This design comes from an exercise in tuning for small area on the open sky130 flow, not from production work.
In this exercise RTL edits were held to simulation tests only and were not proved equivalent to the original.

==> inputs of run K <==
==> flow/design.v (excerpt) <==
module mc51_cu #(
	parameter int IRAM_DEPTH = 128
) (
	input  wire                        clk,
	input  wire                        reset_n,
	input  wire  [20:0]                i_dec_flat,
	input  wire  [47:0]                i_addr_flat,
	input  wire  [24:0]                i_alu_flat,
	input  wire  [7:0]                 i_mem_wdata,
	input  wire  [7:0]                 i_mem_rdata,
	input  wire                        i_data_rdy,
	output logic [2:0]                 o_bus,
	output logic [3:0]                 o_state,
	output logic [15:0]                o_pc,
	output logic [23:0]                o_bufs,
	output logic [47:0]                o_regs,
	output logic                       o_err_halt
);
	mc51_cycle_pkg::decode_t                    i_dec;
	mc51_cycle_pkg::addr_t                      i_addr;
	mc51_cycle_pkg::alu_t                       i_alu;
	mc51_cycle_pkg::bus_t                       bus;
	mc51_cycle_pkg::mc_state_e                  state_q;
	mc51_cycle_pkg::mc_state_e                  state_d;
  ...
==> flow/config.mk <==
export PLATFORM = sky130hd
export DESIGN_NAME = mc51_cu
export DESIGN_NICKNAME = mc51_cu
export VERILOG_FILES = /design/flow/design.v
export SDC_FILE = /design/flow/constraint.sdc
export NUM_CORES = 4
export LEC_CHECK = 0
export CAP_MARGIN = 20
export CORE_MARGIN = 2
export CORE_UTILIZATION = 40
export CTS_CLUSTER_DIAMETER = 120
export CTS_CLUSTER_SIZE = 25
export SLEW_MARGIN = 20
export SYNTH_HIERARCHICAL = 1
export SYNTH_MINIMUM_KEEP_SIZE = 0
==> flow/constraint.sdc <==
create_clock -name core_clock -period 8.0 [get_ports {clk}]
set_input_delay 1.6000 -clock core_clock [delete_from_list [all_inputs] [get_ports {clk}]]
set_output_delay 1.6000 -clock core_clock [all_outputs]
set_load 0.01 [all_outputs]
standard.sh (not shown) runs the stock make flow with config.mk's settings and CLKGATE_MAP_FILE= SYNTH_SCRIPT=/design/flow/synth_recipe.tcl, a recipe that flattens the netlist after the stock synthesis.
==> flow/flow/run.sh <==
#!/bin/bash
# Own layout flow: the standard ORFS flow (standard.sh, its synthesis
# unchanged) with two changes to how the layout is built:
#  - ports get 1x buffers (sky130_fd_sc_hd__buf_1) instead of delay buffers,
#  - clock tree: sink clusters of up to 30 within 90 um, no dummy loads,
# The make output goes to standard.log; every ORFS step keeps its own log
# under orfs/logs/.
set -euo pipefail
export BUFFER_PORTS_ARGS="-buffer_cell sky130_fd_sc_hd__buf_1"
export CTS_ARGS="-sink_clustering_enable -repair_clock_nets -sink_clustering_size 30 -sink_clustering_max_diameter 90 -dont_use_dummy_load"
bash standard.sh > standard.log 2>&1
==> run P (differences from run K) <==
--- a/flow/design.v
+++ b/flow/design.v
@@ -131,107 +131,82 @@
 	output logic [7:0]             o_rd
 );
 	localparam int L  = 6;    
 	localparam int NR = 21;   
 	localparam int NS = NR * L;
 	function automatic logic [8:0] map_addr(input logic [6:0] a);
+		logic [4:0] v;
 		logic [4:0] ring;
 		logic [2:0] slot;
 		logic       fixed;
-		ring  = {1'b0, a[6:3]};
-		slot  = a[2:0];
+		v     = {a[6:3], a[0]};
 		fixed = 1'b0;
-		if (a[2:1] == 2'b11) begin
-			for (int w = 0; w < 32; w++) begin
-				if ({a[6:3], a[0]} == 5'(w)) begin
-					if (w < 30) begin
-						ring = 5'(16 + w / 6);
-						slot = 3'(w % 6);
-					end else begin
-						ring  = 5'd0;
-						slot  = 3'd0;
-						fixed = 1'b1;
-					end
-				end
-			end
+		if (a[2:0] < 3'd6) begin
+			ring = {1'b0, a[6:3]};
+			slot = a[2:0];
+		end else if (v < 5'd30) begin
+			ring = 5'd16 + 5'(v / 5'd6);
+			slot = 3'(v % 5'd6);
+		end else begin
+			ring  = 5'd0;
+			slot  = 3'd0;
+			fixed = 1'b1;
 		end
 		map_addr = {fixed, ring, slot};
 	endfunction
-	function automatic logic [L+1:0] place(input logic [2:0] k, input logic [2:0] ph);
-		logic [L-1:0] stage;
-		logic         wrap;
-		logic         entry;
-		stage = '0;
-		wrap  = 1'b0;
-		entry = 1'b0;
-		for (int i = 0; i < L; i++) begin
-			for (int j = 0; j < L; j++) begin
-				if (k == 3'(i) && ph == 3'(j)) begin
-					stage[(i + j) % L] = 1'b1;
-					wrap  = (i + j >= L);
-					entry = (i + j == L - 1);
-				end
-			end
-		end
-		place = {wrap, entry, stage};
-	endfunction
 	logic [2:0] phase;
 	logic       lap;
 	logic [7:0] ring [NR][L];
 	logic [7:0] fixed_q [2];
 	logic       p_valid;
 	logic [4:0] p_ring;
 	logic [2:0] p_slot;
 	logic [7:0] p_data;
 	logic       a_fixed;
 	logic [4:0] a_ring;
 	logic [2:0] a_slot;
+	logic [3:0] a_u;
+	logic [3:0] p_u;
+	logic [2:0] a_stage;
 	logic       a_inv;
+	logic       p_inv;
 	logic       a_entry;
 	logic       p_entry;
 	logic       a_ring_we;
 	logic [NR-1:0] ins;
-	logic [NR-1:0] ins_b;
 	logic [7:0] ins_n;
 	logic [7:0] ring_d0 [NR];
 	logic [NR-1:0] rsel;
 	logic [L-1:0]  ssel;
 	logic [NS-1:0] seln;
 	logic [NS/2-1:0] hit0 [8];
 	logic [7:0] ring_rd;
 	logic [8:0] a_map;
 	assign a_map   = map_addr(i_addr);
 	assign a_fixed = a_map[8];
 	assign a_ring  = a_map[7:3];
 	assign a_slot  = a_map[2:0];
-	logic [L+1:0] a_place;
-	logic [L+1:0] p_place;
-	assign a_place = place(a_slot, phase);
-	assign p_place = place(p_slot, phase);
-	assign a_inv   = lap ^ a_place[L+1];
-	assign a_entry = a_place[L];
-	assign p_entry = p_place[L];
+	assign a_u     = {1'b0, a_slot} + {1'b0, phase};
+	assign p_u     = {1'b0, p_slot} + {1'b0, phase};
+	assign a_stage = (a_u >= 4'(L)) ? 3'(a_u - 4'(L)) : a_u[2:0];
+	assign a_inv   = lap ^ (a_u >= 4'(L));
+	assign p_inv   = lap ^ (p_u >= 4'(L));
+	assign a_entry = (a_u == 4'(L-1));
+	assign p_entry = (p_u == 4'(L-1));
 	assign a_ring_we = i_we && !a_fixed;
 	always_comb begin
 		for (int r = 0; r < NR; r++) begin
 			ins[r] = (a_ring_we && a_entry && a_ring == 5'(r)) ||
 				(p_valid && p_entry && p_ring == 5'(r));
 		end
 	end
-	assign ins_n = (i_we ? i_wdata : p_data) ^ {8{lap}};
-	for (genvar r = 0; r < NR; r++) begin : g_insb
-		mc51_inv u_inv (
-			.i_a  (ins[r]),
-			.o_yn (ins_b[r])
-		);
-	end
+	assign ins_n = i_we ? (i_wdata ^ {8{a_inv}}) : (p_data ^ {8{p_inv}});
 	for (genvar r = 0; r < NR; r++) begin : g_ins
 		for (genvar b = 0; b < 8; b++) begin : g_b
-			mc51_ent u_ent (
+			mc51_mux2i u_mux (
 				.i_s  (ins[r]),
-				.i_sn (ins_b[r]),
 				.i_a  (ring[r][L-1][b]),
 				.i_b  (ins_n[b]),
 				.o_yn (ring_d0[r][b])
 			);
 		end
 	end
@@ -260,13 +235,13 @@
 		end else if (p_entry) begin
 			p_valid <= 1'b0;
 		end
 	end
 	always_comb begin
 		for (int r = 0; r < NR; r++) rsel[r] = (a_ring == 5'(r));
-		ssel = a_place[L-1:0];
+		for (int s = 0; s < L; s++) ssel[s] = (a_stage == 3'(s));
 		for (int r = 0; r < NR; r++)
 			for (int s = 0; s < L; s++)
 				seln[r*L+s] = ~(rsel[r] & ssel[s]);
 	end
 	for (genvar b = 0; b < 8; b++) begin : g_bit
 		for (genvar i = 0; i < NS/2; i++) begin : g_pair
@@ -296,26 +271,19 @@
 	input  wire  i_seln1,
 	input  wire  i_d1,
 	output logic o_hit0
 );
 	assign o_hit0 = ~((i_seln0 | i_d0) & (i_seln1 | i_d1));
 endmodule
-module mc51_inv (
-	input  wire  i_a,
-	output logic o_yn
-);
-	assign o_yn = ~i_a;
-endmodule
-module mc51_ent (
+module mc51_mux2i (
 	input  wire  i_s,
-	input  wire  i_sn,
 	input  wire  i_a,
 	input  wire  i_b,
 	output logic o_yn
 );
-	assign o_yn = ~((i_sn | i_b) & (i_s | i_a));
+	assign o_yn = ~(i_s ? i_b : i_a);
 endmodule
 `default_nettype wire
 `timescale 1ns/1ps
 `default_nettype none
 module mc51_cu #(
 	parameter int IRAM_DEPTH = 128
@@ -499,25 +467,19 @@
 		if (!reset_n) begin
 			bus = '1;
 		end
 	end
 	assign addr = state_q[3] ? i_addr.s5[7:0] : (state_q[2] ? i_addr.s3[7:0] : i_addr.s2[7:0]);
 	assign rd = state_q[0] ? i_mem_rdata : (addr[7] ? sfr_rd : iram_rd);
-	logic [7:0] instr_d;
-	logic [7:0] s2_d;
-	logic [7:0] s3_d;
-	mc51_hold8 u_h_instr (.i_s(ld_instr), .i_a(bufs.instr), .i_b(i_mem_rdata), .o_y(instr_d));
-	mc51_hold8 u_h_s2    (.i_s(ld_s2),    .i_a(bufs.s2),    .i_b(rd),          .o_y(s2_d));
-	mc51_hold8 u_h_s3    (.i_s(ld_s3),    .i_a(bufs.s3),    .i_b(rd),          .o_y(s3_d));
 	always_ff @(posedge clk or negedge reset_n) begin
 		if (!reset_n) begin
 			bufs <= '0;
 		end else begin
-			bufs.instr <= instr_d;
-			bufs.s2    <= s2_d;
-			bufs.s3    <= s3_d;
+			if (ld_instr) bufs.instr <= i_mem_rdata;
+			if (ld_s2)    bufs.s2    <= rd;
+			if (ld_s3)    bufs.s3    <= rd;
 		end
 	end
 	logic [15:0] add_a;
 	logic [15:0] add_b;
 	logic [15:0] sum;
 	logic [15:0] pc_d;
@@ -582,62 +544,34 @@
 	assign e_acc = alu_load ? (i_dec.reg_tar == 3'd0) : (sfr_wr && a_acc);
 	assign e_b   = alu_load ? (i_dec.reg_tar == 3'd1) : (sfr_wr && a_b);
 	assign e_sp  = alu_load ? (i_dec.reg_tar == 3'd2) : (sfr_wr && a_sp);
 	assign e_dph = alu_load ? (i_dec.reg_tar == 3'd3) : (sfr_wr && a_dph);
 	assign e_dpl = alu_load ? (i_dec.reg_tar == 3'd4) : (sfr_wr && a_dpl);
 	assign e_psw = alu_load || (sfr_wr && a_psw);
-	logic [7:0] acc_d, b_d, sp_d, dpl_d, dph_d, psw_d;
-	mc51_hold8 u_h_acc (.i_s(e_acc), .i_a(regs.acc), .i_b(wd), .o_y(acc_d));
-	mc51_hold8 u_h_b   (.i_s(e_b),   .i_a(regs.b),   .i_b(wd), .o_y(b_d));
-	mc51_hold8 u_h_sp  (.i_s(e_sp),  .i_a(regs.sp),  .i_b(wd), .o_y(sp_d));
-	mc51_hold8 u_h_dpl (.i_s(e_dpl), .i_a(regs.dpl), .i_b(wd), .o_y(dpl_d));
-	mc51_hold8 u_h_dph (.i_s(e_dph), .i_a(regs.dph), .i_b(wd), .o_y(dph_d));
-	mc51_hold8 u_h_psw (.i_s(e_psw), .i_a(regs.psw), .i_b(alu_load ? i_alu.psw : i_mem_wdata), .o_y(psw_d));
 	always_ff @(posedge clk or negedge reset_n) begin
 		if (!reset_n) begin
 			regs.acc <= 8'h00;
 			regs.b   <= 8'h00;
 			regs.sp  <= mc51_sfr_pkg::SP_RESET;
 			regs.dpl <= 8'h00;
 			regs.dph <= 8'h00;
 			regs.psw <= mc51_sfr_pkg::PSW_RESET;
 		end else begin
-			regs.acc <= acc_d;
-			regs.b   <= b_d;
-			regs.sp  <= sp_d;
-			regs.dpl <= dpl_d;
-			regs.dph <= dph_d;
-			regs.psw <= psw_d;
+			if (e_acc) regs.acc <= wd;
+			if (e_b)   regs.b   <= wd;
+			if (e_sp)  regs.sp  <= wd;
+			if (e_dpl) regs.dpl <= wd;
+			if (e_dph) regs.dph <= wd;
+			if (e_psw) regs.psw <= alu_load ? i_alu.psw : i_mem_wdata;
 		end
 	end
 	mc51_iram #(
 		.IRAM_DEPTH (IRAM_DEPTH)
 	) mc51_iram_inst (
 		.clk     (clk),
 		.i_we    (iram_we),
 		.i_addr  (addr[6:0]),
 		.i_wdata (i_mem_wdata),
 		.o_rd    (iram_rd)
 	);
 endmodule
-module mc51_hold8 (
-	input  wire        i_s,
-	input  wire  [7:0] i_a,
-	input  wire  [7:0] i_b,
-	output logic [7:0] o_y
-);
-	logic sn;
-	mc51_inv u_inv (.i_a(i_s), .o_yn(sn));
-	for (genvar b = 0; b < 8; b++) begin : g_b
-		mc51_hold u_hold (.i_s(i_s), .i_sn(sn), .i_a(i_a[b]), .i_b(i_b[b]), .o_y(o_y[b]));
-	end
-endmodule
-module mc51_hold (
-	input  wire  i_s,
-	input  wire  i_sn,
-	input  wire  i_a,
-	input  wire  i_b,
-	output logic o_y
-);
-	assign o_y = (i_s & i_b) | (i_sn & i_a);
-endmodule
 `default_nettype wire
==> flow/flow/run.sh (replaced) <==
#!/bin/bash
# Own layout flow: the standard ORFS flow (standard.sh, its synthesis
# unchanged) with three changes to how the layout is built:
#  - ports get 1x buffers (sky130_fd_sc_hd__buf_1) instead of delay buffers,
#  - clock tree: sink clusters of up to 25 within 120 um, no dummy loads,
#  - power recovery after global routing (downsizes non-critical cells).
# The make output goes to standard.log; every ORFS step keeps its own log
# under orfs/logs/.
set -euo pipefail
export BUFFER_PORTS_ARGS="-buffer_cell sky130_fd_sc_hd__buf_1"
export CTS_ARGS="-sink_clustering_enable -repair_clock_nets -sink_clustering_size 25 -sink_clustering_max_diameter 120 -dont_use_dummy_load"
export RECOVER_POWER=100
bash standard.sh > standard.log 2>&1
==> run F (differences from run K) <==
--- a/flow/design.v
+++ b/flow/design.v
@@ -187,13 +187,12 @@
 	logic [2:0] a_slot;
 	logic       a_inv;
 	logic       a_entry;
 	logic       p_entry;
 	logic       a_ring_we;
 	logic [NR-1:0] ins;
-	logic [NR-1:0] ins_b;
 	logic [7:0] ins_n;
 	logic [7:0] ring_d0 [NR];
 	logic [NR-1:0] rsel;
 	logic [L-1:0]  ssel;
 	logic [NS-1:0] seln;
 	logic [NS/2-1:0] hit0 [8];
@@ -215,23 +214,16 @@
 		for (int r = 0; r < NR; r++) begin
 			ins[r] = (a_ring_we && a_entry && a_ring == 5'(r)) ||
 				(p_valid && p_entry && p_ring == 5'(r));
 		end
 	end
 	assign ins_n = (i_we ? i_wdata : p_data) ^ {8{lap}};
-	for (genvar r = 0; r < NR; r++) begin : g_insb
-		mc51_inv u_inv (
-			.i_a  (ins[r]),
-			.o_yn (ins_b[r])
-		);
-	end
 	for (genvar r = 0; r < NR; r++) begin : g_ins
 		for (genvar b = 0; b < 8; b++) begin : g_b
-			mc51_ent u_ent (
+			mc51_mux2i u_mux (
 				.i_s  (ins[r]),
-				.i_sn (ins_b[r]),
 				.i_a  (ring[r][L-1][b]),
 				.i_b  (ins_n[b]),
 				.o_yn (ring_d0[r][b])
 			);
 		end
 	end
@@ -296,26 +288,19 @@
 	input  wire  i_seln1,
 	input  wire  i_d1,
 	output logic o_hit0
 );
 	assign o_hit0 = ~((i_seln0 | i_d0) & (i_seln1 | i_d1));
 endmodule
-module mc51_inv (
-	input  wire  i_a,
-	output logic o_yn
-);
-	assign o_yn = ~i_a;
-endmodule
-module mc51_ent (
+module mc51_mux2i (
 	input  wire  i_s,
-	input  wire  i_sn,
 	input  wire  i_a,
 	input  wire  i_b,
 	output logic o_yn
 );
-	assign o_yn = ~((i_sn | i_b) & (i_s | i_a));
+	assign o_yn = ~(i_s ? i_b : i_a);
 endmodule
 `default_nettype wire
 `timescale 1ns/1ps
 `default_nettype none
 module mc51_cu #(
 	parameter int IRAM_DEPTH = 128
@@ -499,25 +484,19 @@
 		if (!reset_n) begin
 			bus = '1;
 		end
 	end
 	assign addr = state_q[3] ? i_addr.s5[7:0] : (state_q[2] ? i_addr.s3[7:0] : i_addr.s2[7:0]);
 	assign rd = state_q[0] ? i_mem_rdata : (addr[7] ? sfr_rd : iram_rd);
-	logic [7:0] instr_d;
-	logic [7:0] s2_d;
-	logic [7:0] s3_d;
-	mc51_hold8 u_h_instr (.i_s(ld_instr), .i_a(bufs.instr), .i_b(i_mem_rdata), .o_y(instr_d));
-	mc51_hold8 u_h_s2    (.i_s(ld_s2),    .i_a(bufs.s2),    .i_b(rd),          .o_y(s2_d));
-	mc51_hold8 u_h_s3    (.i_s(ld_s3),    .i_a(bufs.s3),    .i_b(rd),          .o_y(s3_d));
 	always_ff @(posedge clk or negedge reset_n) begin
 		if (!reset_n) begin
 			bufs <= '0;
 		end else begin
-			bufs.instr <= instr_d;
-			bufs.s2    <= s2_d;
-			bufs.s3    <= s3_d;
+			if (ld_instr) bufs.instr <= i_mem_rdata;
+			if (ld_s2)    bufs.s2    <= rd;
+			if (ld_s3)    bufs.s3    <= rd;
 		end
 	end
 	logic [15:0] add_a;
 	logic [15:0] add_b;
 	logic [15:0] sum;
 	logic [15:0] pc_d;
@@ -582,62 +561,34 @@
 	assign e_acc = alu_load ? (i_dec.reg_tar == 3'd0) : (sfr_wr && a_acc);
 	assign e_b   = alu_load ? (i_dec.reg_tar == 3'd1) : (sfr_wr && a_b);
 	assign e_sp  = alu_load ? (i_dec.reg_tar == 3'd2) : (sfr_wr && a_sp);
 	assign e_dph = alu_load ? (i_dec.reg_tar == 3'd3) : (sfr_wr && a_dph);
 	assign e_dpl = alu_load ? (i_dec.reg_tar == 3'd4) : (sfr_wr && a_dpl);
 	assign e_psw = alu_load || (sfr_wr && a_psw);
-	logic [7:0] acc_d, b_d, sp_d, dpl_d, dph_d, psw_d;
-	mc51_hold8 u_h_acc (.i_s(e_acc), .i_a(regs.acc), .i_b(wd), .o_y(acc_d));
-	mc51_hold8 u_h_b   (.i_s(e_b),   .i_a(regs.b),   .i_b(wd), .o_y(b_d));
-	mc51_hold8 u_h_sp  (.i_s(e_sp),  .i_a(regs.sp),  .i_b(wd), .o_y(sp_d));
-	mc51_hold8 u_h_dpl (.i_s(e_dpl), .i_a(regs.dpl), .i_b(wd), .o_y(dpl_d));
-	mc51_hold8 u_h_dph (.i_s(e_dph), .i_a(regs.dph), .i_b(wd), .o_y(dph_d));
-	mc51_hold8 u_h_psw (.i_s(e_psw), .i_a(regs.psw), .i_b(alu_load ? i_alu.psw : i_mem_wdata), .o_y(psw_d));
 	always_ff @(posedge clk or negedge reset_n) begin
 		if (!reset_n) begin
 			regs.acc <= 8'h00;
 			regs.b   <= 8'h00;
 			regs.sp  <= mc51_sfr_pkg::SP_RESET;
 			regs.dpl <= 8'h00;
 			regs.dph <= 8'h00;
 			regs.psw <= mc51_sfr_pkg::PSW_RESET;
 		end else begin
-			regs.acc <= acc_d;
-			regs.b   <= b_d;
-			regs.sp  <= sp_d;
-			regs.dpl <= dpl_d;
-			regs.dph <= dph_d;
-			regs.psw <= psw_d;
+			if (e_acc) regs.acc <= wd;
+			if (e_b)   regs.b   <= wd;
+			if (e_sp)  regs.sp  <= wd;
+			if (e_dpl) regs.dpl <= wd;
+			if (e_dph) regs.dph <= wd;
+			if (e_psw) regs.psw <= alu_load ? i_alu.psw : i_mem_wdata;
 		end
 	end
 	mc51_iram #(
 		.IRAM_DEPTH (IRAM_DEPTH)
 	) mc51_iram_inst (
 		.clk     (clk),
 		.i_we    (iram_we),
 		.i_addr  (addr[6:0]),
 		.i_wdata (i_mem_wdata),
 		.o_rd    (iram_rd)
 	);
 endmodule
-module mc51_hold8 (
-	input  wire        i_s,
-	input  wire  [7:0] i_a,
-	input  wire  [7:0] i_b,
-	output logic [7:0] o_y
-);
-	logic sn;
-	mc51_inv u_inv (.i_a(i_s), .o_yn(sn));
-	for (genvar b = 0; b < 8; b++) begin : g_b
-		mc51_hold u_hold (.i_s(i_s), .i_sn(sn), .i_a(i_a[b]), .i_b(i_b[b]), .o_y(o_y[b]));
-	end
-endmodule
-module mc51_hold (
-	input  wire  i_s,
-	input  wire  i_sn,
-	input  wire  i_a,
-	input  wire  i_b,
-	output logic o_y
-);
-	assign o_y = (i_s & i_b) | (i_sn & i_a);
-endmodule
 `default_nettype wire
==> flow/flow/run.sh (replaced) <==
#!/bin/bash
# Own layout flow: the standard ORFS flow (standard.sh, its synthesis
# unchanged) with two changes to how the layout is built:
#  - ports get 1x buffers (sky130_fd_sc_hd__buf_1) instead of delay buffers,
#  - clock tree: sink clusters of up to 25 within 120 um, no dummy loads,
# The make output goes to standard.log; every ORFS step keeps its own log
# under orfs/logs/.
set -euo pipefail
export BUFFER_PORTS_ARGS="-buffer_cell sky130_fd_sc_hd__buf_1"
export CTS_ARGS="-sink_clustering_enable -repair_clock_nets -sink_clustering_size 25 -sink_clustering_max_diameter 120 -dont_use_dummy_load"
bash standard.sh > standard.log 2>&1
==> reports/qor.csv <==
metric;value;unit
worst slew pin tran;1.19;ns
R2R Setup Slk;1.13;ns
Hold Path End;mc51_iram_inst.ring[86][2]$_DFF_P_;
status;finished clean;
Rel. slew slack;19.9;%
crit-path max FO;17;
Syn Inst Count;3048;
Source of the figures above: run K

==> reports/qor.csv <==
metric;value;unit
status;finished clean;
Syn Inst Count;3049;
min cycle time layout;6.92;ns
worst slew pin tran;1.16;ns
Rel. slew slack;22.9;%
Hold Path End;mc51_iram_inst.ring[89][4]$_DFF_P_;
maximum root-to-sink buffer count;3;
Crit Path Class;in -> reg;
crit-path max FO;18;
Source of the figures above: run F

==> reports/qor.csv <==
metric;value;unit
layout check faults;max-capacitance violations, max-slew violations;
status;failed layout checks;
Syn Inst Count;3026;
crit-path max FO;7;
Max-cap violations;11;
max-slew violations;200;
Source of the figures above: run P

[port drivers added, routing unchanged]
The flow's constraints put no driver on any port. The routed layouts listed below were extracted and timed again, unchanged, in two steps.
Step 1, drivers: a clkbuf_16 drives clk and a buf_2 each remaining input, both assumed.
Step 2 adds t to the input delays and takes it off the output delays; t is the mean of the earliest and latest rising clock arrival at the registers after step 1. Input paths then give back, and output paths get back, about the clock's delay inside the block.
Slacks: ideal / step 1 / step 2; pairs: ideal / step 1.
run | t (ns) | setup slack, ns | worst setup path at the end | slew at the worst register clock pin (ns)
run K | 0.689 | 0.845 / 0.888 / 0.199 | input to register | 0.12 / 0.12
run P | 0.681 | 0.313 / 0.358 / -0.323 | input to register | 0.11 / 0.11
run F | 0.713 | 1.075 / 1.122 / 0.409 | input to register | 0.11 / 0.11
For run F, which loses most, drivers alone change the setup slack by +0.047 ns; drivers and shift together by -0.666 ns.
